Source: an optimization exercise on an open RTL-to-GDS flow (aim: small area, a short achievable clock period and few clock cycles). Production flows keep margins and buffers that such runs may drop. In this exercise RTL edits were held to simulation tests only and were not proved equivalent to the original. No activity file was given, so power comes from the tool's default toggle rates.

### design/flow/design.v
`default_nettype none
package gpsc_pkg;
    localparam int MAX_ROWS  = 64;
    localparam int MAX_COLS  = 64;
    localparam int MAX_CELLS = 63;
    localparam int DIV_K = 2;
    typedef enum logic [1:0] {
        OP_CLEAR    = 2'd0,
        OP_ADD_EDGE = 2'd1,
        OP_EMIT     = 2'd2,
        OP_NONE     = 2'd3
    } t_op;
    typedef enum logic [1:0] {
        CFG_CELL_WIDTH = 2'd0,
        CFG_CELL_DEPTH = 2'd1,
        CFG_GRID_COLS  = 2'd2,
        CFG_GRID_ROWS  = 2'd3
    } t_cfg_idx;
endpackage
`default_nettype wire
`default_nettype none
import gpsc_pkg::*;
module gpsc_div #(
    parameter int RW = 16,    
    parameter int SW = 6,     
    parameter int K  = 3      
) (
    input  wire logic          i_clk,
    input  wire logic          i_load,
    input  wire logic [RW-1:0] i_rem,
    input  wire logic [SW-1:0] i_bits,
    input  wire logic [RW-1:0] i_d,
    output logic [SW-1:0]      o_bits,
    output logic [SW-1:0]      o_bits_nxt
);
    logic [RW-1:0] r_rem;
    logic [SW-1:0] r_bits;
    logic [RW-1:0] w_rem;
    logic [SW-1:0] w_bits;
    logic [RW:0]   w_t;
    always_comb begin
        w_rem  = r_rem;
        w_bits = r_bits;
        w_t    = '0;
        for (int i = 0; i < K; i++) begin
            w_t = {w_rem, w_bits[SW-1]};
            if (w_t >= {1'b0, i_d}) begin
                w_rem  = RW'(w_t - {1'b0, i_d});
                w_bits = {w_bits[SW-2:0], 1'b1};
            end else begin
                w_rem  = w_t[RW-1:0];
                w_bits = {w_bits[SW-2:0], 1'b0};
            end
        end
    end
    always_ff @(posedge i_clk) begin
        if (i_load) begin
            r_rem  <= i_rem;
            r_bits <= i_bits;
        end else begin
            r_rem  <= w_rem;
            r_bits <= w_bits;
        end
    end
    assign o_bits     = r_bits;
    assign o_bits_nxt = w_bits;
endmodule
`default_nettype wire
`default_nettype none
import gpsc_pkg::*;
module grid_polygon_span_cell_list (
    input  wire logic               i_clk,
    input  wire logic               i_rst_n,
    input  wire logic               i_in_valid,
    output logic                    o_in_stall,
    input  wire logic [1:0]         i_operation,
    input  wire logic signed [23:0] i_start_x,
    input  wire logic signed [23:0] i_start_z,
    input  wire logic signed [23:0] i_end_x,
    input  wire logic signed [23:0] i_end_z,
    output logic                    o_out_valid,
    input  wire logic               i_out_stall,
    output logic                    o_cell_valid,
    output logic [11:0]             o_cell_index,
    output logic                    o_list_last,
    input  wire logic               i_cfg_valid,
    output logic                    o_cfg_ready,
    input  wire logic [1:0]         i_cfg_index,
    input  wire logic [15:0]        i_cfg_data
);
    typedef enum logic [4:0] {
        S_IDLE  = 5'd0,
        S_B1    = 5'd1,     
        S_B2    = 5'd2,
        S_B3    = 5'd3,     
        S_A1    = 5'd4,
        S_A2    = 5'd5,
        S_A3    = 5'd6,     
        S_LOOP  = 5'd8,     
        S_XLD   = 5'd9,     
        S_XS1   = 5'd10,
        S_XS2   = 5'd11,
        S_XS3   = 5'd12,    
        S_EROW  = 5'd13,    
        S_ECELL = 5'd14     
    } t_state;
    t_state r_state, w_state_n;
    logic [15:0] r_xl, r_zl;
    logic [6:0]  r_cols, r_rows;
    logic signed [23:0] r_x0, r_z0, r_x1, r_z1;
    logic               r_miss;
    logic               r_memv;
    logic               r_up, r_dn, r_long, r_xpos;
    logic signed [24:0] r_dz;
    logic [20:0]        r_absD;
    logic [22:0]        r_absB;
    logic               r_sD, r_sB;
    logic signed [7:0]  r_x1q, r_m1;
    logic signed [7:0]  r_m;
    logic signed [7:0]  r_prev;        
    logic signed [24:0] r_E;
    logic               r_tzv, r_tzp;
    logic signed [7:0]  r_cs;
    logic               r_csv;
    logic [21:0]        r_absA;
    logic signed [25:0] r_xn;
    logic [5:0]         r_mrow, r_lrow, r_xrow, r_wrow;
    logic               r_mdone, r_msq;
    logic               r_lbusy, r_ldone, r_lsq, r_lsat;
    logic [3:0]         r_lcnt;
    logic               r_xbusy;
    logic [1:0]         r_xcnt;
    logic               r_wv;
    logic signed [7:0]  r_c;
    logic [2:0]         r_mcnt;
    logic               r_mtz;
    logic               r_mcin;
    logic [6:0]         r_mtB;
    logic signed [26:0] r_macc;
    logic [23:0]        r_mlow;
    logic [6:0]          mem_lo [MAX_ROWS];
    logic [6:0]          mem_hp [MAX_ROWS];
    logic [MAX_ROWS-1:0] r_vld;
    logic [5:0]  r_er;
    logic [6:0]  r_ex, r_ehp;
    logic [5:0]  r_cnt;
    logic        r_eterm;
    logic        r_ov;
    logic        r_ocv;
    logic [11:0] r_oidx;
    logic        r_olast;
    logic signed [25:0] w_x0e, w_x1e, w_z0e, w_z1e, w_ix1e, w_iz1e;
    assign w_ix1e = i_end_x;
    assign w_iz1e = i_end_z;
    assign w_x0e = r_x0;
    assign w_x1e = r_x1;
    assign w_z0e = r_z0;
    assign w_z1e = r_z1;
    logic signed [25:0] w_xa, w_za;
    logic [25:0]        w_xs_a, w_xs_b, w_xsum, w_zs_a, w_zs_b, w_zsum;
    logic               w_xres, w_zres;
    logic signed [7:0]  w_xval, w_zval;
    logic               r_xres, r_zres;
    logic signed [7:0]  r_xval, r_zval;
    logic signed [25:0] w_tx;
    logic w_rdy;
    always_comb begin
        if (w_rdy) begin
            w_xa = w_ix1e;
        end else begin
            unique case (r_state)
                S_B3:    w_xa = w_x0e;
                S_XLD:   w_xa = r_xn;
                default: w_xa = w_tx;
            endcase
        end
        w_za = w_rdy ? w_iz1e : w_z0e;
    end
    assign w_xs_a = w_xa[25] ? w_xa : {6'd0, w_xa[25:6]};
    assign w_xs_b = w_xa[25] ? {10'd0, r_xl} : ~{10'd0, r_xl};
    assign w_xsum = w_xs_a + w_xs_b + {25'd0, !w_xa[25]};
    assign w_zs_a = w_za[25] ? w_za : {6'd0, w_za[25:6]};
    assign w_zs_b = w_za[25] ? {10'd0, r_zl} : ~{10'd0, r_zl};
    assign w_zsum = w_zs_a + w_zs_b + {25'd0, !w_za[25]};
    assign w_xres = w_xa[25] || !w_xsum[25];
    assign w_xval = !w_xa[25] ? 8'sd64 : ((w_xsum[25] || (w_xsum == '0)) ? -8'sd1 : 8'sd0);
    assign w_zres = w_za[25] || !w_zsum[25];
    assign w_zval = !w_za[25] ? 8'sd64 : ((w_zsum[25] || (w_zsum == '0)) ? -8'sd1 : 8'sd0);
    logic       w_xload;
    logic [5:0] w_xu_q, w_xu_qn;
    logic signed [7:0] w_xq_nxt;
    logic w_l2x;
    assign w_xload = w_acc_edge || ((r_state == S_B3) && r_miss) || (r_state == S_XLD) || w_l2x;
    gpsc_div #(.RW(16), .SW(6), .K(DIV_K)) u_xdiv (
        .i_clk      (i_clk),
        .i_load     (w_xload),
        .i_rem      (w_xa[21:6]),
        .i_bits     (w_xa[5:0]),
        .i_d        (r_xl),
        .o_bits     (w_xu_q),
        .o_bits_nxt (w_xu_qn)
    );
    assign w_xq_nxt = r_xres ? r_xval : $signed({2'b00, w_xu_qn});
    logic signed [24:0] w_dz, w_dx, w_xs;
    logic signed [20:0] w_d, w_nd;
    logic signed [22:0] w_b, w_nb;
    assign w_dz  = r_z1 - r_z0;
    assign w_dx  = r_x1 - r_x0;
    assign w_xs  = r_x0 + r_x1;
    assign w_d   = w_dz >>> 4;
    assign w_b   = w_dx >>> 2;
    assign w_nd  = -w_d;
    assign w_nb  = -w_b;
    logic signed [22:0] w_a, w_na;
    logic [21:0]        w_absA;
    logic signed [25:0] w_Ed;
    logic signed [24:0] w_Ebase, w_Eadd, w_zlx, w_V;
    logic               w_Esub;
    assign w_a    = r_E >>> 2;
    assign w_na   = -w_a;
    assign w_absA = w_a[22] ? w_na[21:0] : w_a[21:0];
    assign w_Ed   = r_E - r_dz;
    assign w_V     = {r_macc[12:0], r_mlow[23:12]};
    assign w_Ebase = r_tzv ? r_E : w_V;
    assign w_Esub  = r_tzv && !r_up;
    assign w_zlx   = (r_tzv || r_up) ? ($signed({9'd0, r_zl}) ^ {25{w_Esub}}) : 25'sd0;
    assign w_Eadd  = w_Ebase + w_zlx + $signed({24'd0, w_Esub});
    logic w_ingrid, w_meq, w_away, w_tzfin;
    assign w_ingrid = !r_m[7] && (r_m[6:0] < r_rows);
    assign w_meq    = (r_m == r_m1);
    assign w_away   = r_m[7] ? !r_up : r_up;
    assign w_tzfin  = (r_up && !w_Ed[25]) || (r_dn && (w_Ed[25] || (w_Ed == '0)));
    logic w_lp, w_lp_fin, w_lp_run, w_lp_wait, w_lp_e0, w_lp_tzl, w_lp_cross;
    logic w_lp_short, w_lp_sdiv, w_lp_away, w_lp_skip, w_step;
    logic w_pe, w_mfree, w_m2l, w_lp_done, w_lp_xgo;
    assign w_lp       = (r_state == S_LOOP);
    assign w_lp_fin   = w_lp && (w_meq || (w_ingrid && r_tzv && w_tzfin));
    assign w_lp_run   = w_lp && !w_meq && w_ingrid;
    assign w_lp_wait  = w_lp_run && !r_tzv && (r_mcnt != 3'd0);
    assign w_lp_e0    = (w_lp_run && !r_tzv && (r_mcnt == 3'd0) && r_tzp) ||
                        ((r_state == S_B3) && !r_miss && w_ingrid);
    assign w_lp_tzl   = w_lp_run && !r_tzv && (r_mcnt == 3'd0) && !r_tzp;
    assign w_lp_cross = w_lp_run && r_tzv && !w_tzfin && r_long;
    assign w_lp_short = w_lp_run && r_tzv && !w_tzfin && !r_long && r_csv;
    assign w_lp_sdiv  = w_lp_run && r_tzv && !w_tzfin && !r_long && !r_csv;
    assign w_lp_away  = w_lp && !w_meq && !w_ingrid && w_away;
    assign w_lp_skip  = w_lp && !w_meq && !w_ingrid && !w_away;
    assign w_pe       = (r_mcnt == 3'd0) && !r_mdone && !r_lbusy && !r_ldone && !r_xbusy && !r_wv;
    assign w_mfree    = (r_mcnt == 3'd0) && (!r_mdone || w_m2l);
    assign w_lp_done  = (w_lp_fin || w_lp_away) && w_pe;
    assign w_lp_xgo   = w_lp_cross && w_mfree;
    assign w_step     = w_lp_short || w_lp_xgo;
    logic w_acc, w_acc_edge, w_hit;
    assign w_rdy      = (r_state == S_IDLE) || w_lp_done;
    assign w_acc      = w_rdy && i_in_valid;
    assign w_acc_edge = w_acc && (i_operation == OP_ADD_EDGE);
    assign w_hit      = r_memv && (i_start_x == r_x1) && (i_start_z == r_z1);
    logic               w_ml_tz, w_ml_x;
    logic [6:0]         w_ml_B;
    logic [23:0]        w_ml_z0;
    logic [21:0]        w_mA;
    logic [23:0]        w_mB;
    logic [11:0]        w_mchunk;
    logic [33:0]        w_mpp;
    logic signed [35:0] w_msum;
    logic [46:0]        w_P;
    assign w_ml_tz = (w_acc_edge && w_hit) || (r_state == S_A3) || w_lp_tzl;
    assign w_ml_x  = w_lp_xgo;
    always_comb begin
        if (w_rdy) begin
            w_ml_B  = r_m1[6:0];
            w_ml_z0 = i_start_z;
        end else if (r_state == S_A3) begin
            w_ml_B  = w_zq_nxt[6:0];
            w_ml_z0 = r_z0;
        end else begin
            w_ml_B  = r_m[6:0];
            w_ml_z0 = r_z0;
        end
    end
    assign w_mA     = r_mtz ? {6'd0, r_zl} : r_absA;
    assign w_mB     = r_mtz ? {5'd0, r_mtB, 12'd0} : {1'b0, r_absB};
    assign w_mchunk = r_mcnt[1] ? w_mB[11:0] : w_mB[23:12];
    assign w_mpp  = {12'd0, w_mA} * {22'd0, w_mchunk};
    assign w_msum = r_macc + $signed({2'b00, w_mpp}) + $signed({35'd0, r_mcin});
    assign w_P    = {r_macc[22:0], r_mlow};
    always_ff @(posedge i_clk) begin
        if (!i_rst_n) begin
            r_mcnt  <= 3'd0;
            r_mdone <= 1'b0;
        end else begin
            if (w_ml_tz) begin
                r_mcnt <= 3'd1;
            end else if (w_ml_x) begin
                r_mcnt <= 3'd2;
            end else if (r_mcnt != 3'd0) begin
                r_mcnt <= r_mcnt - 3'd1;
            end
            if ((r_mcnt == 3'd1) && !r_mtz) begin
                r_mdone <= 1'b1;
            end else if (w_m2l) begin
                r_mdone <= 1'b0;
            end
        end
    end
    always_ff @(posedge i_clk) begin
        if (w_ml_tz) begin
            r_mtz  <= 1'b1;
            r_mtB  <= w_ml_B;
            r_macc <= ~{{3{w_ml_z0[23]}}, w_ml_z0};
            r_mcin <= 1'b1;
        end else if (w_ml_x) begin
            r_mtz  <= 1'b0;
            r_macc <= '0;
            r_mcin <= 1'b0;
        end else if (r_mcnt != 3'd0) begin
            r_mlow <= {w_msum[11:0], r_mlow[23:12]};
            r_macc <= {{3{w_msum[35]}}, w_msum[35:12]};
            r_mcin <= 1'b0;
        end
    end
    logic        w_lsat, w_e4, w_e8, w_e12, w_e16;
    logic [20:0] w_lrem, w_ld;
    logic [23:0] w_lbits;
    logic [3:0]  w_lcnt;
    logic [23:0] w_lu_q, w_lu_qn;
    logic        w_lz, w_lload;
    logic signed [7:0] w_zq_nxt;
    assign w_lsat = (w_P[44:24] >= r_absD);
    assign w_e4   = (w_P[44:25] == '0) && (w_P[24:4]  < r_absD);
    assign w_e8   = (w_P[44:29] == '0) && (w_P[28:8]  < r_absD);
    assign w_e12  = (w_P[44:33] == '0) && (w_P[32:12] < r_absD);
    assign w_e16  = (w_P[44:37] == '0) && (w_P[36:16] < r_absD);
    logic r_lz;
    assign w_lz    = !w_m2l;
    assign w_ld    = r_lz ? {5'd0, r_zl} : r_absD;
    assign w_lload = w_acc_edge || ((r_state == S_B3) && r_miss) || w_m2l;
    always_comb begin
        if (w_lz) begin
            w_lrem  = {5'd0, w_za[21:6]};
            w_lbits = {w_za[5:0], 18'd0};
            w_lcnt  = 4'd0;
        end else if (w_e4) begin
            w_lrem  = w_P[24:4];
            w_lbits = {w_P[3:0], 20'd0};
            w_lcnt  = 4'd2;
        end else if (w_e8) begin
            w_lrem  = w_P[28:8];
            w_lbits = {w_P[7:0], 16'd0};
            w_lcnt  = 4'd4;
        end else if (w_e12) begin
            w_lrem  = w_P[32:12];
            w_lbits = {w_P[11:0], 12'd0};
            w_lcnt  = 4'd6;
        end else if (w_e16) begin
            w_lrem  = w_P[36:16];
            w_lbits = {w_P[15:0], 8'd0};
            w_lcnt  = 4'd8;
        end else begin
            w_lrem  = w_P[44:24];
            w_lbits = w_P[23:0];
            w_lcnt  = 4'd12;
        end
    end
    gpsc_div #(.RW(21), .SW(24), .K(DIV_K)) u_ldiv (
        .i_clk      (i_clk),
        .i_load     (w_lload),
        .i_rem      (w_lrem),
        .i_bits     (w_lbits),
        .i_d        (w_ld),
        .o_bits     (w_lu_q),
        .o_bits_nxt (w_lu_qn)
    );
    assign w_zq_nxt = r_zres ? r_zval : $signed({2'b00, w_lu_qn[5:0]});
    logic [23:0] w_qm;
    logic [25:0] w_qx;
    assign w_qm = r_lsat ? 24'hffffff : w_lu_q;
    assign w_qx = {2'b00, w_qm} ^ {26{r_lsq}};
    assign w_tx = w_x0e + $signed(w_qx) + $signed({25'd0, r_lsq});
    logic w_xfin;
    assign w_xfin = r_xbusy && (r_xcnt == 2'd1);
    assign w_l2x  = r_ldone && (!r_xbusy || w_xfin);
    assign w_m2l  = r_mdone && (!r_lbusy && (!r_ldone || w_l2x));
    always_ff @(posedge i_clk) begin
        if (!i_rst_n) begin
            r_lbusy <= 1'b0;
            r_ldone <= 1'b0;
            r_xbusy <= 1'b0;
            r_wv    <= 1'b0;
        end else begin
            if (w_m2l) begin
                r_lbusy <= !w_lsat;
                r_ldone <= w_lsat;
            end else begin
                if (r_lbusy && (r_lcnt == 4'd1)) begin
                    r_lbusy <= 1'b0;
                    r_ldone <= 1'b1;
                end else if (w_l2x) begin
                    r_ldone <= 1'b0;
                end
            end
            if (w_l2x) begin
                r_xbusy <= 1'b1;
            end else if (w_xfin) begin
                r_xbusy <= 1'b0;
            end
            r_wv <= w_xfin || w_lp_short;
        end
    end
    always_ff @(posedge i_clk) begin
        if (w_ml_x) begin
            r_mrow <= r_m[5:0];
            r_msq  <= w_a[22] ^ r_sB ^ r_sD;
        end
        if (w_m2l) begin
            r_lrow <= r_mrow;
            r_lsq  <= r_msq;
            r_lsat <= w_lsat;
            r_lcnt <= w_lcnt;
        end else if (r_lbusy) begin
            r_lcnt <= r_lcnt - 4'd1;
        end
        if (w_l2x) begin
            r_xrow <= r_lrow;
            r_xcnt <= w_xres ? 2'd1 : 2'd3;
        end else if (r_xbusy) begin
            r_xcnt <= r_xcnt - 2'd1;
        end
        if (w_xfin) begin
            r_wrow <= r_xrow;
            r_c    <= w_xq_nxt;
        end else if (w_lp_short) begin
            r_wrow <= r_m[5:0];
            r_c    <= r_cs;
        end
    end
    logic [5:0]        w_raddr;
    logic [6:0]        w_rd_lo, w_rd_hp;
    logic              w_rd_vld;
    logic              w_wr;
    logic signed [7:0] w_wv;            
    logic signed [7:0] w_wlo, w_whi;
    logic [6:0]        w_nlo, w_nhp, w_mlo, w_mhp;
    logic [5:0] w_waddr;
    assign w_waddr  = r_wv ? r_wrow : r_m[5:0];
    assign w_raddr  = (r_state == S_EROW) ? r_er : w_waddr;
    assign w_rd_lo  = mem_lo[w_raddr];
    assign w_rd_hp  = mem_hp[w_raddr];
    assign w_rd_vld = r_vld[w_raddr];
    assign w_wr  = (w_lp_done && w_lp_fin && w_ingrid) || r_wv;
    assign w_wv  = r_wv ? r_c : r_x1q;
    assign w_wlo = r_xpos ? r_prev : w_wv;
    assign w_whi = r_xpos ? w_wv : r_prev;
    assign w_nlo = w_wlo[7] ? 7'd0 : w_wlo[6:0];
    assign w_nhp = (w_whi >= 8'sd63) ? 7'd64 : 7'(w_whi + 8'sd1);
    assign w_mlo = (w_rd_vld && (w_rd_lo < w_nlo)) ? w_rd_lo : w_nlo;
    assign w_mhp = (w_rd_vld && (w_rd_hp > w_nhp)) ? w_rd_hp : w_nhp;
    always_ff @(posedge i_clk) begin
        if (w_wr) begin
            mem_lo[w_waddr] <= w_mlo;
            mem_hp[w_waddr] <= w_mhp;
        end
    end
    logic       w_free;
    logic [6:0] w_ehp;
    logic       w_rowne;
    logic       w_lastrow;
    logic [5:0] w_cnt_n;
    logic       w_er_cell, w_ec_cell, w_cell, w_term, w_cap;
    logic       w_er_more, w_ec_more, w_nextrow;
    assign w_free    = !r_ov || !i_out_stall;
    assign w_ehp     = (w_rd_hp < r_cols) ? w_rd_hp : r_cols;
    assign w_rowne   = w_rd_vld && (w_rd_lo < w_ehp);
    logic [63:0] w_above;
    logic [7:0]  w_gany;
    logic [2:0]  w_gidx [8];
    logic [2:0]  w_gsel;
    logic [5:0]  w_nxt;
    logic        w_nxt_any;
    logic [12:0] w_rowbase;
    always_comb begin
        for (int i = 0; i < 64; i++) begin
            w_above[i] = r_vld[i] && (6'(i) > r_er);
        end
        for (int g = 0; g < 8; g++) begin
            w_gany[g] = |w_above[8*g +: 8];
            w_gidx[g] = 3'd7;
            for (int j = 6; j >= 0; j--) begin
                if (w_above[8*g + j]) w_gidx[g] = 3'(j);
            end
        end
        w_gsel = 3'd7;
        for (int g = 6; g >= 0; g--) begin
            if (w_gany[g]) w_gsel = 3'(g);
        end
        w_nxt     = {w_gsel, w_gidx[w_gsel]};
        w_nxt_any = |w_gany;
    end
    assign w_lastrow = !w_nxt_any || ({1'b0, w_nxt} >= r_rows);
    assign w_rowbase = r_er * r_cols;
    assign w_cnt_n   = r_cnt + 6'd1;
    assign w_cap     = (w_cnt_n == 6'(MAX_CELLS));
    assign w_er_cell = (r_state == S_EROW) && !r_eterm && w_rowne && w_free;
    assign w_ec_cell = (r_state == S_ECELL) && w_free;
    assign w_cell    = w_er_cell || w_ec_cell;
    assign w_term    = (r_state == S_EROW) && r_eterm && w_free;
    assign w_er_more = (w_rd_lo + 7'd1 < w_ehp);
    assign w_ec_more = (r_ex + 7'd1 < r_ehp);
    assign w_nextrow = ((r_state == S_EROW) && !r_eterm && !w_rowne) ||
                       (w_er_cell && !w_cap && !w_er_more) ||
                       (w_ec_cell && !w_cap && !w_ec_more);
    always_comb begin
        w_state_n = r_state;
        unique case (r_state)
            S_IDLE: ;
            S_B1:    w_state_n = S_B2;
            S_B2:    w_state_n = S_B3;
            S_B3:    w_state_n = r_miss ? S_A1 : S_LOOP;
            S_A1:    w_state_n = S_A2;
            S_A2:    w_state_n = S_A3;
            S_A3:    w_state_n = S_LOOP;
            S_LOOP: begin
                if (w_lp_done)      w_state_n = S_IDLE;
                else if (w_lp_sdiv) w_state_n = S_XLD;
            end
            S_XLD:   w_state_n = S_XS1;
            S_XS1:   w_state_n = S_XS2;
            S_XS2:   w_state_n = S_XS3;
            S_XS3:   w_state_n = S_LOOP;
            S_EROW: begin
                if (w_term)                                w_state_n = S_IDLE;
                else if (w_er_cell && !w_cap && w_er_more) w_state_n = S_ECELL;
            end
            S_ECELL: if (w_ec_cell && (w_cap || !w_ec_more)) w_state_n = S_EROW;
            default: w_state_n = S_IDLE;
        endcase
        if (w_acc) begin
            unique case (i_operation)
                OP_ADD_EDGE: w_state_n = S_B1;
                OP_EMIT:     w_state_n = S_EROW;
                default:     w_state_n = S_IDLE;
            endcase
        end
    end
    always_ff @(posedge i_clk) begin
        if (!i_rst_n) begin
            r_state <= S_IDLE;
            r_xl    <= 16'd768;
            r_zl    <= 16'd768;
            r_cols  <= 7'd16;
            r_rows  <= 7'd16;
            r_vld   <= '0;
            r_ov    <= 1'b0;
            r_memv  <= 1'b0;
        end else begin
            r_state <= w_state_n;
            if (i_cfg_valid) begin
                unique case (i_cfg_index)
                    CFG_CELL_WIDTH: r_xl   <= (i_cfg_data == '0) ? 16'd1 : i_cfg_data;
                    CFG_CELL_DEPTH: r_zl   <= (i_cfg_data == '0) ? 16'd1 : i_cfg_data;
                    CFG_GRID_COLS:  r_cols <= (i_cfg_data[6:0] > 7'd64) ? 7'd64 : i_cfg_data[6:0];
                    CFG_GRID_ROWS:  r_rows <= (i_cfg_data[6:0] > 7'd64) ? 7'd64 : i_cfg_data[6:0];
                endcase
            end
            if (i_cfg_valid || w_acc_edge) begin
                r_memv <= 1'b0;
            end else if (r_state == S_B3) begin
                r_memv <= 1'b1;
            end
            if (w_acc && (i_operation == OP_CLEAR)) begin
                r_vld <= '0;
            end else if (w_wr) begin
                r_vld[w_waddr] <= 1'b1;
            end
            if (w_cell || w_term) begin
                r_ov <= 1'b1;
            end else if (!i_out_stall) begin
                r_ov <= 1'b0;
            end
        end
    end
    always_ff @(posedge i_clk) begin
        if (w_acc) begin
            r_x0    <= i_start_x;
            r_z0    <= i_start_z;
            r_x1    <= i_end_x;
            r_z1    <= i_end_z;
            r_miss  <= !w_hit;
        end
        if (r_state == S_B1) begin
            r_up   <= !w_dz[24] && (w_dz != '0);
            r_dn   <= w_dz[24];
            r_xpos <= !w_dx[24];
            r_dz   <= w_dz;
            r_long <= w_dz[24] ? ((w_dz[23:4] != '1) || (w_dz[3:0] == '0)) :
                                 (w_dz[23:4] != '0);
            r_sD   <= w_d[20];
            r_absD <= w_d[20] ? w_nd : w_d;
            r_sB   <= w_b[22];
            r_absB <= w_b[22] ? w_nb : w_b;
            r_xn   <= w_xs >>> 1;
        end
        if (w_xload) begin
            r_xres <= w_xres;
            r_xval <= w_xval;
        end
        if (w_acc_edge || (r_state == S_B3)) begin
            r_zres <= w_zres;
            r_zval <= w_zval;
        end
        if (w_acc_edge) begin
            r_lz <= 1'b1;
        end else if (r_state == S_LOOP) begin
            r_lz <= 1'b0;
        end
        if (r_state == S_B3) begin
            r_x1q <= w_xq_nxt;
            r_m1  <= w_zq_nxt;
        end
        if (w_acc_edge && w_hit) begin
            r_m <= r_m1;
        end else if (r_state == S_A3) begin
            r_m <= w_zq_nxt;
        end else if (w_step) begin
            r_m <= r_up ? r_m + 8'sd1 : r_m - 8'sd1;
        end else if (w_lp_skip) begin
            r_m <= r_m[7] ? 8'sd0 :
                   (($signed({1'b0, r_rows}) - 8'sd1 > r_m1) ? $signed({1'b0, r_rows}) - 8'sd1 : r_m1);
        end
        if (w_acc_edge && w_hit) begin
            r_prev <= r_x1q;
        end else if (r_state == S_A3) begin
            r_prev <= w_xq_nxt;
        end else if (r_wv) begin
            r_prev <= r_c;
        end
        if (w_lp_e0 || w_step) begin
            r_E <= w_Eadd;
        end
        if (w_acc_edge) begin
            r_tzv <= 1'b0;
        end else if (w_lp_e0) begin
            r_tzv <= 1'b1;
        end
        if (w_ml_tz) begin
            r_tzp <= 1'b1;
        end else if (w_ml_x || w_lp_skip) begin
            r_tzp <= 1'b0;
        end
        if (w_acc_edge) begin
            r_csv <= 1'b0;
        end else if (r_state == S_XS3) begin
            r_csv <= 1'b1;
        end
        if (r_state == S_XS3) begin
            r_cs <= w_xq_nxt;
        end
        if (w_lp_xgo) begin
            r_absA <= w_absA;
        end
        if (w_acc) begin
            r_er    <= '0;
            r_cnt   <= '0;
            r_eterm <= (r_rows == '0);
        end else begin
            if (w_nextrow) begin
                r_er    <= w_nxt;
                r_eterm <= w_lastrow;
            end else if (w_cell && w_cap) begin
                r_eterm <= 1'b1;
            end
            if (w_cell) begin
                r_cnt <= w_cnt_n;
            end
        end
        if (w_er_cell) begin
            r_ex  <= w_rd_lo + 7'd1;
            r_ehp <= w_ehp;
        end else if (w_ec_cell) begin
            r_ex  <= r_ex + 7'd1;
        end
        if (w_cell || w_term) begin
            r_ocv   <= !w_term;
            r_olast <= w_term;
        end
        if (w_term) begin
            r_oidx <= '0;
        end else if (w_er_cell) begin
            r_oidx <= w_rowbase[11:0] + 12'(w_rd_lo);
        end else if (w_ec_cell) begin
            r_oidx <= r_oidx + 12'd1;
        end
    end
    assign o_in_stall   = !w_rdy;
    assign o_cfg_ready  = 1'b1;
    assign o_out_valid  = r_ov;
    assign o_cell_valid = r_ocv;
    assign o_cell_index = r_oidx;
    assign o_list_last  = r_olast;
endmodule
`default_nettype wire
### design/flow/run.sh
#!/bin/bash
# synth_recipe.tcl (not shown) runs the flow's synth.tcl, then flattens the netlist and writes it again
# the make line also repeats each setting of config.mk as NAME=value (left out here)
make -C /OpenROAD-flow-scripts/flow DESIGN_CONFIG=/design/flow/config.mk WORK_HOME=/design/flow/orfs CLKGATE_MAP_FILE= SYNTH_SCRIPT=/design/flow/synth_recipe.tcl finish
### design/flow/config.mk
export PLATFORM = sky130hd
export DESIGN_NAME = grid_polygon_span_cell_list
export DESIGN_NICKNAME = grid_polygon_span_cell_list
export VERILOG_FILES = /design/flow/design.v
export SDC_FILE = /design/flow/constraint.sdc
export NUM_CORES = 4
export LEC_CHECK = 0
export ABC_CLOCK_PERIOD_IN_PS = 4500
export CAP_MARGIN = 20
export CORE_MARGIN = 2
export CORE_UTILIZATION = 70
export SETUP_SLACK_MARGIN = 5
export SLEW_MARGIN = 20
### design/flow/constraint.sdc
create_clock -name core_clock -period 12.0 [get_ports {i_clk}]
set_input_delay 2.4000 -clock core_clock [delete_from_list [all_inputs] [get_ports {i_clk}]]
set_output_delay 2.4000 -clock core_clock [all_outputs]
set_load 0.01 [all_outputs]
==> summary.txt, run 1 <==
Status
  • Status: aborted with a tool error
  • Stop stage: global routing (5_1_grt)
  • First error: [ERROR GRT-0232] Routing congestion too high. Check the congestion heatmap in the GUI.

CTS
  • Post-CTS Hold Fix Bufs: 0
  • Max Buffers Root-to-Sink: 3
  • CTS sink count: 1516
  • Clock Tree Root: clkbuf_16
  • H-tree levels: 4
  • CTS buffer count: 154

Synth
  • Synth Area in Simple Gates: 11.37%
  • Number of flops mapped to enable cells by yosys: 1295
  • Post-Synth Adder-Cell Area: 12.67%
  • Mux share of post-synthesis cell area: 9.557%
  • Post-synthesis compound-gate area fraction: 12.38%
  • Syn Inst Count: 8499
  • Flops & latches, synth: 1516
  • Async SR Flop Fraction: 0%
  • Top post-synthesis cells by count: edfxtp_1, nand2_1, nor2_1, inv_1, ha_1
  • Syn_area_per_cell: 11.09 sq um
  • Synth unique cells: 96
  • Synth area leader: edfxtp_1
  • Synth top area share: 41.27%
  • Syn_nets: 9431
  • Synth warn: 5
  • Seq/Total Area, Yosys: 45.96%
  • Primary FF master, synth: edfxtp_1
  • Most numerous cell in the Yosys netlist: edfxtp_1
  • Synthesized cell area: 94240 sq um
  • Dominant cells by area after synthesis: edfxtp_1, ha_1, mux4_2
  • XOR/XNOR Fraction of Synth Area: 4.127%
  • Main combinational cell family by area after synthesis: adder cells

Place
  • Post-DP HPWL: 236500 microns
  • Placed cells: 10260
  • Port buffer count: 136
  • Gpl congestion: 1.029

GRT
  • Largest net degree at the start of global routing: 67
  • Total gr overflow: 159
  • All-Layer GR Usage: 70.38%

Floorplan
  • Initial core utilization: 70.61%
  • Die height: 370.9 microns
  • Site Rows: 134
  • I/O pins: 138
  • DIE WIDTH: 370.9 microns
-- through the flow --
stage	total power [W]	setup slack (ns)	utilization, %	area (sq um)	hold WS (ns)
4_1_cts	0.02586	3.661	81.14	108300	0.3876
3_5_place_dp	0.01856	2.138	74.07	98850	0.4072
3_3_place_gp	0.01827	2.301	74.05	98820	0.4042
2_1_floorplan	0.01516	4.148	-	95150	0.4003
-- power groups by stage --
stage / clock (W) / combinational (W) / sequential, W
global placement: 0 / 0.0109 / 0.00733
floorplan: 0 / 0.00812 / 0.00704
CTS: 0.00503 / 0.0136 / 0.00723
detailed placement: 0 / 0.0112 / 0.00733
-- how the worst max path moves through the flow --
stage | end | slack, ns
floorplan | mem_lo[0][1] | 4.15
global placement | r_zval[6] | 2.30
detailed placement | r_zval[6] | 2.14
CTS | r_macc[25] | 3.66
-- timing repair --
| action | in CTS |
|---|---|
| hold endpoints to repair | 0 |
| gates resized for setup | 491 |
| buffers inserted | 192 |
| gates cloned | 31 |
| pin swaps | 192 |
| setup endpoints to repair | 1259 |
-- layer usage --
metal	overflow	track usage, %
met1	9	73.77
met5	0	27.97
met3	9	51.41
met4	74	66.05
met2	67	87.40
-- cell families after synthesis --
logic type | Yosys count
simple gates | 2337
compound gates | 1844
flops | 1516
buf+inv | 958
fa+ha+maj | 811
mux | 588
xor+xnor | 444
other cells | 1
Testbench counts, summed over its fixed seeds: cycles 22,072.
==> run 2: changes to the inputs <==
--- a/design/flow/config.mk
+++ b/design/flow/config.mk
@@ -8,6 +8,6 @@
 export ABC_CLOCK_PERIOD_IN_PS = 4500
 export CAP_MARGIN = 20
 export CORE_MARGIN = 2
-export CORE_UTILIZATION = 70
+export CORE_UTILIZATION = 55
 export SETUP_SLACK_MARGIN = 5
 export SLEW_MARGIN = 20
==> summary.txt, run 2 <==
Synth
  • Synth top area share: 41.27% (unchanged)
  • Seq/Total Area, Yosys: 45.96% (unchanged)
  • Number of flops mapped to enable cells by yosys: 1295 (unchanged)
  • Primary FF master, synth: edfxtp_1 (unchanged)
  • Synth unique cells: 96 (unchanged)
  • Main combinational cell family by area after synthesis: adder cells (unchanged)
  • Syn_nets: 9431 (unchanged)
  • Syn_area_per_cell: 11.09 sq um (unchanged)
  • Dominant cells by area after synthesis: edfxtp_1, ha_1, mux4_2 (unchanged)
  • Post-Synth Adder-Cell Area: 12.67% (unchanged)
  • Synth Area in Simple Gates: 11.37% (unchanged)
  • Flops & latches, synth: 1516 (unchanged)
  • Synth warn: 5 (unchanged)
  • Async SR Flop Fraction: 0% (unchanged)
  • Mux share of post-synthesis cell area: 9.557% (unchanged)
  • Synthesized cell area: 94240 sq um (unchanged)
  • Synth area leader: edfxtp_1 (unchanged)
  • Syn Inst Count: 8499 (unchanged)
  • XOR/XNOR Fraction of Synth Area: 4.127% (unchanged)
  • Post-synthesis compound-gate area fraction: 12.38% (unchanged)
  • Most numerous cell in the Yosys netlist: edfxtp_1 (unchanged)
  • Top post-synthesis cells by count: edfxtp_1, nand2_1, nor2_1, inv_1, ha_1 (unchanged)

Timing
  • Setup TNS: 0 ns
  • F_max: 122.7 MHz
  • Fin crit period: 8.152 ns
  • Final-report setup violation count: 0
  • Fin. Hold Viols: 0
  • Clock Skews: 0.07771 ns
  • Max-slew violations: 0
  • Unrepaired setup endpoints after global routing: true
  • Final worst-path cycle share: 67.93%
  • Actual slew at the worst max-slew pin: 1.228 ns
  • Hold_ws: 0.4207 ns
  • Rel. slew slack: 17.26%

Routing
  • Routed wire length per instance: 28.19 microns
  • Initial drt markers: 7289
  • DR pass1 iterations: 6
  • Detail Route met2 WL: 151600 microns
  • Drc violations: 0
  • Via count: 72010
  • Detail Route Antenna Nets: 0
  • Routed Wire Length: 320600 microns
  • Vias per cell: 6.332
  • Uppermost layer routed: met4
  • WL met1: 123300 microns
  • Met3 wire len: 22270 microns

Final layout
  • Area Growth Syn to Fin: 18.67%
  • Leading cell type in the layout, fill and taps excluded: edfxtp_1
  • Net count, final: 9956
  • Non-Filler Instances: 11370
  • Largest regs: mem_hp x448, mem_lo x448, r_vld x64
  • Share of layout cells above drive strength 1: 18.89%
  • Most frequent cells in the layout: edfxtp_1, nand2_1, nor2_1

Floorplan
  • Core footprint: 169800 sq um
  • Initial core utilization: 55.48% (was 70.61%)
  • DIE WIDTH: 417.9 microns (was 370.9 microns)
  • Die footprint: 174700 sq um
  • I/O pins: 138 (unchanged)
  • Die height: 417.9 microns (was 370.9 microns)
  • Site Rows: 151 (was 134)

GRT
  • Antenna violations before repair: 5
  • Largest net degree at the start of global routing: 123
  • Total gr overflow: 0
  • Vias in the first global route: 69830
  • All-Layer GR Usage: 36.08%
  • First-pass GRT wire length: 464000 microns

Power and ir drop
  • VDD IR-drop max: 0.2671 mV
  • Leak: 42.87 nW
  • PD cells: 244.2 nW/um^2

CTS
  • Clock Tree Root: clkbuf_16 (unchanged)
  • CTS buffer count: 161 (was 154)
  • Clock transition at path regs: 0.06 ns
  • Max Buffers Root-to-Sink: 3 (unchanged)
  • CTS sink count: 1516 (unchanged)
  • Clk latency of the worst-skew pair: 0.85 ns
  • CTS tree: built
  • H-tree levels: 4 (unchanged)

Place
  • Gpl congestion: 0.9937 (was 1.029)
  • Post-DP HPWL: 222700 microns (was 236500 microns)
  • Placed cells: 10670 (was 10260)
  • Port buffer count: 136 (unchanged)

Critical path
  • Slowest-stage cell, CP: fa_2
  • Startpoint types: register
  • CP dominant cell by count: fa_1
  • WP data required: 12.64 ns
  • Endpoint class of the critical path: register
  • CP Class: register to register
  • Crit Path Max Fanout: 6
  • Crit-path max cell delay: 0.55 ns
  • R2r worst-path depth: 35
  • CP arrival: 8.79 ns

Hold path
  • Worst Hold Depth: 0
  • Worst min path class: register to register

Run
  • MaxCap Viol Count: 0

Status
  • Status: complete, no violations (was aborted with a tool error)
-- run 2: cell type report --
cell class,instances,area [sq um]
diodes,2,5.005
repair inverters,1,8.758
clock buffers,224,4461
well taps,2218,2775
clock inverters,68,850.8
flip-flops and latches,1516,43350
inverters,602,2298
fillers,13010,58020
multi-input cells,6035,50820
repair buffers,707,7268
-- run 2: final timing paths --
path                   from          to  slack (ns)
setup / recovery      r_mtz  r_macc[25]        3.85
hold / removal    r_lrow[1]   r_xrow[1]        0.42
setup reg to reg      r_mtz  r_macc[25]        3.85
hold reg to reg   r_lrow[1]   r_xrow[1]        0.42
-- run 2: through the flow --
| step | util, % | setup WS [ns] | instance area [sq um] | power (W) |
|---|---|---|---|---|
| floorplan | - | 4.148 | 95150 | 0.01516 |
| finish | 65.84 | 3.848 | 111800 | 0.02731 |
| detailed placement | 58.42 | 2.293 | 99230 | 0.01858 |
| global route | 65.84 | 3.521 | 111800 | 0.02855 |
| global placement | 58.40 | 2.354 | 99190 | 0.01846 |
| CTS | 64.34 | 3.855 | 109300 | 0.02610 |
-- run 2: layer usage --
layer / track usage, % / up-vias
li1: - / 32210
met1: 45.72 / 35910
met2: 58.43 / 3136
met3: 5.215 / 759
met4: 22.79 / 0
met5: 0 / -
-- run 2: critical path, delay by kind of cell (launching register included) --
kind,cells,cell delay (ns)
buffers and inverters,6,0.71
adder cells (fa/ha/maj),7,3.04
XOR/XNOR,1,0.15
flip-flops,1,0.39
AND/OR/NAND/NOR,5,0.97
AO/OA/AOI/OAI,16,2.68
-- run 2: where the power goes --
part / internal, W / switching, W
sequential: 0.00665 / 0.000704
clock: 0.00286 / 0.00218
combinational: 0.00650 / 0.00842
-- run 2: repair_timing --
action                                  4_1_cts  5_1_grt
hold buffers                                  0        0
endpoints found under the setup margin     1051      261
cloned                                       34        7
setup buffers                               235      136
gates resized for setup                     450      273
pin swaps                                   173      196
-- run 2: cells by family (layout without fill, tap and decap cells) --
group | count (synthesis) | in the layout
buffers and inverters | 958 | 1602
adders and majority gates | 811 | 811
other | 1 | 3
muxes | 588 | 592
AOI/OAI and AO/OA | 1844 | 1849
DFF | 1516 | 1516
xor gates and xnor gates | 444 | 444
and+or+nand+nor | 2337 | 2338
==> run 3: changes to the inputs <==
--- a/design/flow/design.v
+++ b/design/flow/design.v
@@ -123,7 +123,6 @@
     logic signed [7:0]  r_cs;
     logic               r_csv;
     logic [21:0]        r_absA;
-    logic signed [25:0] r_xn;
     logic [5:0]         r_mrow, r_lrow, r_xrow, r_wrow;
     logic               r_mdone, r_msq;
     logic               r_lbusy, r_ldone, r_lsq, r_lsat;
@@ -164,13 +163,14 @@
     logic signed [7:0]  r_xval, r_zval;
     logic signed [25:0] w_tx;
     logic w_rdy;
+    logic signed [25:0] w_txs;     
     always_comb begin
         if (w_rdy) begin
             w_xa = w_ix1e;
         end else begin
             unique case (r_state)
                 S_B3:    w_xa = w_x0e;
-                S_XLD:   w_xa = r_xn;
+                S_XLD:   w_xa = w_txs;
                 default: w_xa = w_tx;
             endcase
         end
@@ -207,6 +207,7 @@
     assign w_dz  = r_z1 - r_z0;
     assign w_dx  = r_x1 - r_x0;
     assign w_xs  = r_x0 + r_x1;
+    assign w_txs = w_xs >>> 1;
     assign w_d   = w_dz >>> 4;
     assign w_b   = w_dx >>> 2;
     assign w_nd  = -w_d;
@@ -598,7 +599,6 @@
             r_absD <= w_d[20] ? w_nd : w_d;
             r_sB   <= w_b[22];
             r_absB <= w_b[22] ? w_nb : w_b;
-            r_xn   <= w_xs >>> 1;
         end
         if (w_xload) begin
             r_xres <= w_xres;
--- a/design/flow/config.mk
+++ b/design/flow/config.mk
@@ -9,5 +9,7 @@
 export CAP_MARGIN = 20
 export CORE_MARGIN = 2
 export CORE_UTILIZATION = 55
+export CTS_BUF_LIST = sky130_fd_sc_hd__clkbuf_8
+export CTS_CLUSTER_SIZE = 30
 export SETUP_SLACK_MARGIN = 5
 export SLEW_MARGIN = 20
==> summary.txt, run 3 <==
Critical path
  • Crit Path Max Fanout: 8 (was 6)
  • WP data required: 12.79 ns (was 12.64 ns)
  • CP Class: register to register (unchanged)
  • Critical path launch point: r_mcnt[1] (was r_mtz)
  • Worst r2r src: r_mcnt[1] (was r_mtz)
  • CP arrival: 9.06 ns (was 8.79 ns)
  • Startpoint types: register (unchanged)
  • Slowest-stage cell, CP: fa_1 (was fa_2)
  • Crit-path max cell delay: 0.56 ns (was 0.55 ns)
  • Endpoint class of the critical path: register (unchanged)
  • CP dominant cell by count: fa_1 (unchanged)

Floorplan
  • Initial core utilization: 55.32% (was 55.48%)
  • DIE WIDTH: 416.6 microns (was 417.9 microns)
  • Site Rows: 151 (unchanged)
  • Core footprint: 169300 sq um (was 169800 sq um)
  • Die height: 416.6 microns (was 417.9 microns)
  • Die footprint: 173600 sq um (was 174700 sq um)
  • I/O pins: 138 (unchanged)

GRT
  • Antenna violations before repair: 22 (was 5)
  • Total gr overflow: 0 (unchanged)
  • All-Layer GR Usage: 36.76% (was 36.08%)
  • Largest net degree at the start of global routing: 95 (was 123)
  • First-pass GRT wire length: 468400 microns (was 464000 microns)
  • Vias in the first global route: 70140 (was 69830)

Final layout
  • Leading cell type in the layout, fill and taps excluded: edfxtp_1 (unchanged)
  • Share of layout cells above drive strength 1: 19.13% (was 18.89%)
  • Area Growth Syn to Fin: 17.34% (was 18.67%)
  • Most frequent cells in the layout: edfxtp_1, nand2_1, inv_1 (was edfxtp_1, nand2_1, nor2_1)
  • Net count, final: 10010 (was 9956)
  • Post-route cell area: 109900 sq um (was 111800 sq um)
  • Final core occ: 64.91% (was 65.84%)
  • Largest regs: mem_hp x448, mem_lo x448, r_vld x64 (unchanged)

Synth
  • Flops & latches, synth: 1492 (was 1516)
  • Top post-synthesis cells by count: edfxtp_1, nand2_1, nor2_1, inv_1, ha_1 (unchanged)
  • Syn_nets: 9432 (was 9431)
  • Seq/Total Area, Yosys: 45.48% (was 45.96%)
  • Synthesized cell area: 93640 sq um (was 94240 sq um)
  • Number of flops mapped to enable cells by yosys: 1271 (was 1295)
  • Async SR Flop Fraction: 0% (unchanged)
  • Synth top area share: 40.76% (was 41.27%)
  • Synth area leader: edfxtp_1 (unchanged)
  • Synth unique cells: 101 (was 96)
  • Most numerous cell in the Yosys netlist: edfxtp_1 (unchanged)
  • Dominant cells by area after synthesis: edfxtp_1, ha_1, mux4_2 (unchanged)
  • Synth warn: 5 (unchanged)
  • Syn Inst Count: 8499 (unchanged)
  • Syn_area_per_cell: 11.02 sq um (was 11.09 sq um)
  • Primary FF master, synth: edfxtp_1 (unchanged)

Timing
  • Fin crit period: 8.271 ns (was 8.152 ns)
  • Clock Skews: 0.09759 ns (was 0.07771 ns)
  • Worst setup margin: 3.729 ns (was 3.848 ns)
  • Actual slew at the worst max-slew pin: 1.244 ns (was 1.228 ns)
  • Unrepaired setup endpoints after global routing: true (unchanged)
  • Max-slew violations: 0 (unchanged)
  • Setup TNS: 0 ns (unchanged)
  • F_max: 120.9 MHz (was 122.7 MHz)
  • Final-report setup violation count: 0 (unchanged)
  • Final worst-path cycle share: 68.93% (was 67.93%)
  • Rel. slew slack: 16.76% (was 17.26%)
  • Fin. Hold Viols: 0 (unchanged)

Place
  • Port buffer count: 136 (unchanged)
  • Gpl congestion: 0.9992 (was 0.9937)
  • DP Area: 98540 sq um (was 99230 sq um)
  • Post-DP HPWL: 228600 microns (was 222700 microns)
  • Setup WS pre-CTS: 2.637 ns (was 2.293 ns)

Routing
  • WL met1: 132500 microns (was 123300 microns)
  • DR pass1 iterations: 8 (was 6)
  • Met3 wire len: 37710 microns (was 22270 microns)
  • Via count: 74000 (was 72010)
  • Detail Route Antenna Nets: 0 (unchanged)
  • Vias per cell: 6.444 (was 6.332)
  • Drc violations: 0 (unchanged)
  • Routed Wire Length: 327600 microns (was 320600 microns)
  • Initial drt markers: 9874 (was 7289)
  • Detail Route met2 WL: 141700 microns (was 151600 microns)
  • Routed wire length per instance: 28.52 microns (was 28.19 microns)
  • Uppermost layer routed: met5 (was met4)

Hold path
  • Worst min path class: register to register (unchanged)
  • Hold Path Origin: r_lrow[4] (was r_lrow[1])

CTS
  • Clock transition at path regs: 0.07 ns (was 0.06 ns)
  • Clk latency of the worst-skew pair: 1.09 ns (was 0.85 ns)
  • Clock Tree Root: clkbuf_8 (was clkbuf_16)
  • Max Buffers Root-to-Sink: 4 (was 3)
  • H-tree levels: 5 (was 4)
  • CTS sink count: 1492 (was 1516)
  • CTS buffer count: 274 (was 161)
  • CTS tree: built (unchanged)

Power and ir drop
  • PD cells: 229.1 nW/um^2 (was 244.2 nW/um^2)
  • VDD IR-drop max: 0.2717 mV (was 0.2671 mV)
  • Leak: 42.64 nW (was 42.87 nW)

Run
  • MaxCap Viol Count: 0 (unchanged)

Status
  • Status: complete, no violations (unchanged)
## run 3: cell count changes in the layout (fill, tap and decap cells not counted), moves of 24 or more
cell and delta:
o21ai_0 -42, a21boi_0 +50, clkinv_1 +25, nand2_1 +47
buf_4 -39, a21o_1 +25, clkbuf_1 -48, xnor2_1 -30
nand3_1 -28, inv_1 +68, mux2i_1 -24, clkbuf_16 -166
clkbuf_8 +278, edfxtp_1 -24
## run 3: report_power, final
group | switching (W) | internal [W]
sequential | 0.000673 | 0.00638
combinational | 0.00770 | 0.00583
clock | 0.00218 | 0.00240
## run 3: timing repair
item	4_1_cts	5_1_grt
setup buffers	185	118
setup endpoints to repair	1141	956
endpoints found under the hold margin	0	0
gates cloned	25	5
gates resized for setup	453	333
hold buffers	0	0
pin swaps	145	193
## run 3: through the flow
step	std cells	power [W]	hold WS (ns)
floorplan	8499	0.01403	0.4003
global placement	10680	0.01711	0.4060
detailed placement	10680	0.01716	0.4056
CTS	11350	0.02307	0.4192
global route	11480	0.02631	0.4216
finish	11480	0.02517	0.4177
## run 3: worst paths after layout
check | slack, ns | depth (start not counted) | endpoint
hold / removal | 0.42 | 0 | r_xrow[4]
setup reg to reg | 3.73 | 33 | r_macc[22]
hold reg to reg | 0.42 | 0 | r_xrow[4]
setup / recovery | 3.73 | 33 | r_macc[22]
## run 3: cell type report
cell class                      count  area, sq um
Antenna cell                       13        32.53
Clock buffer                      289         3978
Timing Repair inverter              6        82.58
Tap cell                         2218         2775
Sequential cell                  1492        42630
Clock inverter                    163        918.4
Inverter                          598         2307
Fill cell                       13190        59400
Multi-Input combinational cell   6044        50730
Timing Repair Buffer              661         6421
## run 3: layer usage
metal  up-vias  track usage, %
li1      32270               -
met1     36730           52.17
met2      4107           53.90
met3       879           9.344
met4        20           15.08
met5         -               0
## run 3: logic make-up after synthesis
kind of cell | share of synthesized area (%)
AND/OR/NAND/NOR | 11.74
AO/OA/AOI/OAI | 12.95
flip-flops | 45.48
buffers and inverters | 3.966
adder cells (fa/ha/maj) | 12.77
multiplexers | 8.948
XOR/XNOR | 4.143
other | 0.004005
## run 3: worst max-delay path, delay by kind of cell (launching register included)
kind	cells	cell delay [ns]
buf+inv	6	0.75
fa+ha+maj	7	3.14
simple gates	8	1.37
compound gates	10	2.12
xor+xnor	2	0.23
flops	1	0.36
Testbench counts of run 3, summed over its fixed seeds: cycles 22,072.
==> run 4: changes to the inputs <==
--- a/design/flow/design.v
+++ b/design/flow/design.v
@@ -122,7 +122,8 @@
     logic               r_tzv, r_tzp;
     logic signed [7:0]  r_cs;
     logic               r_csv;
-    logic [21:0]        r_absA;
+    logic [21:0]        r_mA;
+    logic [23:0]        r_mB;
     logic [5:0]         r_mrow, r_lrow, r_xrow, r_wrow;
     logic               r_mdone, r_msq;
     logic               r_lbusy, r_ldone, r_lsq, r_lsat;
@@ -134,7 +135,6 @@
     logic [2:0]         r_mcnt;
     logic               r_mtz;
     logic               r_mcin;
-    logic [6:0]         r_mtB;
     logic signed [26:0] r_macc;
     logic [23:0]        r_mlow;
     logic [6:0]          mem_lo [MAX_ROWS];
@@ -259,11 +259,8 @@
     logic               w_ml_tz, w_ml_x;
     logic [6:0]         w_ml_B;
     logic [23:0]        w_ml_z0;
-    logic [21:0]        w_mA;
-    logic [23:0]        w_mB;
-    logic [11:0]        w_mchunk;
-    logic [33:0]        w_mpp;
-    logic signed [35:0] w_msum;
+    logic [27:0]        w_mpp;
+    logic signed [29:0] w_msum;
     logic [46:0]        w_P;
     assign w_ml_tz = (w_acc_edge && w_hit) || (r_state == S_A3) || w_lp_tzl;
     assign w_ml_x  = w_lp_xgo;
@@ -279,11 +276,8 @@
             w_ml_z0 = r_z0;
         end
     end
-    assign w_mA     = r_mtz ? {6'd0, r_zl} : r_absA;
-    assign w_mB     = r_mtz ? {5'd0, r_mtB, 12'd0} : {1'b0, r_absB};
-    assign w_mchunk = r_mcnt[1] ? w_mB[11:0] : w_mB[23:12];
-    assign w_mpp  = {12'd0, w_mA} * {22'd0, w_mchunk};
-    assign w_msum = r_macc + $signed({2'b00, w_mpp}) + $signed({35'd0, r_mcin});
+    assign w_mpp  = {6'd0, r_mA} * {22'd0, r_mB[5:0]};
+    assign w_msum = r_macc + $signed({2'b00, w_mpp}) + $signed({29'd0, r_mcin});
     assign w_P    = {r_macc[22:0], r_mlow};
     always_ff @(posedge i_clk) begin
         if (!i_rst_n) begin
@@ -291,9 +285,9 @@
             r_mdone <= 1'b0;
         end else begin
             if (w_ml_tz) begin
-                r_mcnt <= 3'd1;
-            end else if (w_ml_x) begin
                 r_mcnt <= 3'd2;
+            end else if (w_ml_x) begin
+                r_mcnt <= 3'd4;
             end else if (r_mcnt != 3'd0) begin
                 r_mcnt <= r_mcnt - 3'd1;
             end
@@ -307,16 +301,20 @@
     always_ff @(posedge i_clk) begin
         if (w_ml_tz) begin
             r_mtz  <= 1'b1;
-            r_mtB  <= w_ml_B;
+            r_mA   <= {6'd0, r_zl};
+            r_mB   <= {17'd0, w_ml_B};
             r_macc <= ~{{3{w_ml_z0[23]}}, w_ml_z0};
             r_mcin <= 1'b1;
         end else if (w_ml_x) begin
             r_mtz  <= 1'b0;
+            r_mA   <= w_absA;
+            r_mB   <= {1'b0, r_absB};
             r_macc <= '0;
             r_mcin <= 1'b0;
         end else if (r_mcnt != 3'd0) begin
-            r_mlow <= {w_msum[11:0], r_mlow[23:12]};
-            r_macc <= {{3{w_msum[35]}}, w_msum[35:12]};
+            r_mB   <= {6'd0, r_mB[23:6]};
+            r_mlow <= {w_msum[5:0], r_mlow[23:6]};
+            r_macc <= {{3{w_msum[29]}}, w_msum[29:6]};
             r_mcin <= 1'b0;
         end
     end
@@ -655,9 +653,6 @@
         if (r_state == S_XS3) begin
             r_cs <= w_xq_nxt;
         end
-        if (w_lp_xgo) begin
-            r_absA <= w_absA;
-        end
         if (w_acc) begin
             r_er    <= '0;
             r_cnt   <= '0;
--- a/design/flow/config.mk
+++ b/design/flow/config.mk
@@ -9,7 +9,5 @@
 export CAP_MARGIN = 20
 export CORE_MARGIN = 2
 export CORE_UTILIZATION = 55
-export CTS_BUF_LIST = sky130_fd_sc_hd__clkbuf_8
-export CTS_CLUSTER_SIZE = 30
 export SETUP_SLACK_MARGIN = 5
 export SLEW_MARGIN = 20
==> summary.txt, run 4 <==
Status
  • Status: complete, no violations (unchanged)

CTS
  • H-tree levels: 4 (was 5)
  • Max Buffers Root-to-Sink: 3 (was 4)
  • Clock Tree Root: clkbuf_16 (was clkbuf_8)
  • CTS tree: built (unchanged)
  • Clock transition at path regs: 0.07 ns (about the same)
  • Post-CTS Hold Fix Bufs: 0 (unchanged)
  • CTS buffer count: 162 (was 274)
  • CTS sink count: 1508 (was 1492)
  • Clk latency of the worst-skew pair: 0.83 ns (was 1.09 ns)

Critical path
  • CP arrival: 8.24 ns (was 9.06 ns)
  • Slowest-stage cell, CP: or4_1 (was fa_1)
  • Crit Path Max Fanout: 25 (was 8)
  • Startpoint types: register (unchanged)
  • Crit-path max cell delay: 0.52 ns (was 0.56 ns)
  • R2R Setup Slk: 4.39 ns (was 3.73 ns)
  • R2r worst-path depth: 30 (was 33)
  • Worst r2r src: r_lsq (was r_mcnt[1])
  • WP data required: 12.64 ns (was 12.79 ns)
  • Endpoint class of the critical path: register (unchanged)
  • CP Buf/Inv Count: 1 (was 6)
  • CP dominant cell by count: a21oi_2 (was fa_1)
  • R2r endpoint: r_xval[5] (was r_macc[22])
  • CP Class: register to register (unchanged)
  • Family with the most delay on the worst path: compound AO/OA/AOI/OAI gates (was adder cells)

GRT
  • Antenna violations before repair: 19 (was 22)
  • Total gr overflow: 0 (unchanged)
  • First-pass GRT wire length: 448500 microns (was 468400 microns)
  • Vias in the first global route: 65570 (was 70140)
  • All-Layer GR Usage: 37.36% (was 36.76%)
  • Largest net degree at the start of global routing: 106 (was 95)

Timing
  • Clock Skews: 0.05143 ns (was 0.09759 ns)
  • Final-report setup violation count: 0 (unchanged)
  • Actual slew at the worst max-slew pin: 1.284 ns (was 1.244 ns)
  • Max-slew violations: 0 (unchanged)
  • Fin crit period: 7.607 ns (was 8.271 ns)
  • Hold_ws: 0.4162 ns (was 0.4177 ns)
  • Setup TNS: 0 ns (unchanged)
  • Fin. Hold Viols: 0 (unchanged)
  • F_max: 131.5 MHz (was 120.9 MHz)
  • Rel. slew slack: 13.80% (was 16.76%)
  • Unrepaired setup endpoints after global routing: true (unchanged)
  • Final worst-path cycle share: 63.39% (was 68.93%)

Floorplan
  • Die footprint: 165200 sq um (was 173600 sq um)
  • Core footprint: 160800 sq um (was 169300 sq um)
  • Die height: 406.4 microns (was 416.6 microns)
  • Site Rows: 147 (was 151)
  • DIE WIDTH: 406.4 microns (was 416.6 microns)
  • I/O pins: 138 (unchanged)
  • Initial core utilization: 55.41% (was 55.32%)

Synth
  • Primary FF master, synth: edfxtp_1 (unchanged)
  • Syn Inst Count: 7959 (was 8499)
  • Seq/Total Area, Yosys: 48.11% (was 45.48%)
  • Syn_nets: 8730 (was 9432)
  • Dominant cells by area after synthesis: edfxtp_1, ha_1, mux4_2 (unchanged)
  • Top post-synthesis cells by count: edfxtp_1, nand2_1, nor2_1, ha_1, inv_1 (was edfxtp_1, nand2_1, nor2_1, inv_1, ha_1)
  • Number of flops mapped to enable cells by yosys: 1265 (was 1271)
  • Synth area leader: edfxtp_1 (unchanged)
  • Synth top area share: 42.65% (was 40.76%)
  • Flops & latches, synth: 1508 (was 1492)
  • Synth unique cells: 105 (was 101)
  • Async SR Flop Fraction: 0% (unchanged)
  • Synth warn: 5 (unchanged)
  • Syn_area_per_cell: 11.19 sq um (was 11.02 sq um)
  • Most numerous cell in the Yosys netlist: edfxtp_1 (unchanged)
  • Synthesized cell area: 89070 sq um (was 93640 sq um)

Power and ir drop
  • Int Pwr: 0.01735 W (was 0.01461 W)
  • PD cells: 292.3 nW/um^2 (was 229.1 nW/um^2)
  • Comb pwr share: 59.5% (was 53.8%)
  • VDD IR-drop max: 1.210 mV (was 0.2717 mV)
  • Switching pwr: 0.01296 W (was 0.01055 W)
  • Clk pwr share: 16.9% (was 18.2%)
  • Leak: 39.46 nW (was 42.64 nW)
  • Design Power: 0.03031 W (was 0.02517 W)
  • Sw Share: 42.76% (was 41.94%)
  • Sequential share of power: 23.6% (was 28.0%)

Final layout
  • Share of layout cells above drive strength 1: 16.65% (was 19.13%)
  • Net count, final: 9129 (was 10010)
  • Most frequent cells in the layout: edfxtp_1, nand2_1, nor2_1 (was edfxtp_1, nand2_1, inv_1)
  • Final core occ: 64.50% (was 64.91%)
  • Post-route cell area: 103700 sq um (was 109900 sq um)
  • Leading cell type in the layout, fill and taps excluded: edfxtp_1 (unchanged)
  • Area Growth Syn to Fin: 16.40% (was 17.34%)
  • Largest regs: mem_hp x448, mem_lo x448, r_vld x64 (unchanged)

Routing
  • Initial drt markers: 7400 (was 9874)
  • Vias per cell: 6.444 (about the same)
  • DR pass1 iterations: 9 (was 8)
  • Routed Wire Length: 314200 microns (was 327600 microns)
  • Routed wire length per instance: 29.45 microns (was 28.52 microns)
  • Drc violations: 0 (unchanged)
  • Via count: 68750 (was 74000)
  • Detail Route Antenna Nets: 0 (unchanged)

Run
  • MaxCap Viol Count: 0 (unchanged)

Hold path
  • Hold Path Sink: r_lrow[0] (was r_xrow[4])
  • Worst min path class: register to register (unchanged)
  • Worst Hold Depth: 0 (unchanged)
  • Hold Path Origin: r_mrow[0] (was r_lrow[4])

Place
  • Port buffer count: 136 (unchanged)
  • Post-DP HPWL: 219400 microns (was 228600 microns)
  • DP Area: 93410 sq um (was 98540 sq um)
  • Gpl congestion: 1.092 (was 0.9992)
## run 4: cell count changes after synthesis, sizes merged, moves of 36 or more
cell	change
nand3	+36
ha	-43
xor2	-36
a31oi	+72
inv	-102
fa	-119
nand2	-97
a21oi	-62
## run 4: power by group through the flow
stage | Clock (W) | Sequential (W) | Combinational [W]
finish | 0.00513 | 0.00715 | 0.0180
global route | 0.00537 | 0.00713 | 0.0195
CTS | 0.00517 | 0.00710 | 0.0161
detailed placement | 0 | 0.00726 | 0.0146
global placement | 0 | 0.00727 | 0.0144
floorplan | 0 | 0.00696 | 0.0108
## run 4: layout make-up
| type | instances | area [sq um] |
|---|---|---|
| flip-flops and latches | 1508 | 42870 |
| inverters | 499 | 1904 |
| fillers | 12490 | 57070 |
| repair inverters | 1 | 6.256 |
| clock inverters | 95 | 1056 |
| clock buffers | 209 | 4397 |
| diodes | 12 | 30.03 |
| well taps | 2160 | 2703 |
| multi-input cells | 5590 | 44800 |
| repair buffers | 596 | 5911 |
## run 4: cells by family (layout without fill, tap and decap cells)
kind of cell / after synthesis / after routing / share of synthesized area [%]
adder cells (fa/ha/maj): 650 / 650 / 10.14
AO/OA/AOI/OAI: 1859 / 1860 / 13.54
multiplexers: 500 / 500 / 9.122
XOR/XNOR: 413 / 413 / 4.061
flip-flops: 1508 / 1508 / 48.11
other: 1 / 13 / 0.004210
buffers and inverters: 862 / 1400 / 3.847
AND/OR/NAND/NOR: 2166 / 2166 / 11.18
## run 4: how the worst max path moves through the flow
| stage | slack [ns] | startpoint | endpoint | cells after the start |
|---|---|---|---|---|
| after global routing | 4.09 | r_E[0] | r_xval[5] | 35 |
| after detailed placement | 2.77 | r_lz | r_m[0] | 38 |
| final | 4.39 | r_lsq | r_xval[5] | 30 |
| after CTS | 4.32 | r_E[0] | r_xval[5] | 34 |
| after global placement | 2.70 | r_lz | r_m[0] | 38 |
| after floorplan | 4.41 | r_wv | mem_lo[0][1] | 22 |
## run 4: per-layer routing
metal,global-route usage (%),part of all wire [%],vias up
met1,46.08,37,33980
met5,0,0.037,-
met2,59.40,46,3389
met3,7.632,8.2,995
li1,-,-,30380
met4,25.34,8.3,18
## run 4: metrics by stage
stage | std cells | setup slack (ns)
after floorplan | 7959 | 4.410
after global placement | 10070 | 2.698
after detailed placement | 10070 | 2.772
after CTS | 10530 | 4.316
after global routing | 10660 | 4.087
final | 10670 | 4.393
## run 4: what timing repair did
| action | in CTS | in global routing |
|---|---|---|
| setup endpoints to repair | 1085 | 708 |
| pin swaps | 96 | 159 |
| setup buffers | 141 | 121 |
| gates cloned | 16 | 7 |
| resized for setup | 295 | 226 |
Testbench counts of run 4, summed over its fixed seeds: cycles 23,777.

re-timing with driven ports:
Ports are ideal in the flow. The routed layouts listed here were re-timed in OpenROAD. Step 1 assumes that a clkbuf_16 drives the clock port and a buf_2 every other input. Step 2 moves the port delays by t, midway between the first and last clock arrival at a register: inputs arrive t later, outputs are due t later. That takes back most of the time a late clock gives input paths. Slacks: no drivers / after step 1 / after step 2; pairs: no drivers / after step 1.
| run | shift t [ns] | setup slack, ns | hold slack, ns | worst data-port slew with drivers (ns) | cell pins on the clock port's net |
|---|---|---|---|---|---|
| run 2 | 0.893 | 3.848 / 3.848 / 3.848 | 0.421 / 0.421 / 0.421 | 0.09 | 1 |
| run 3 | 1.123 | 3.729 / 3.729 / 3.729 | 0.418 / 0.418 / 0.418 | 0.22 | 1 |
| run 4 | 0.891 | 4.393 / 4.393 / 4.117 | 0.416 / 0.416 / 0.416 | 0.22 | 1 |
After both steps every run listed still meets setup and hold. For run 4, which loses most, drivers alone change the setup slack by 0.000 ns; drivers and shift together by -0.276 ns.
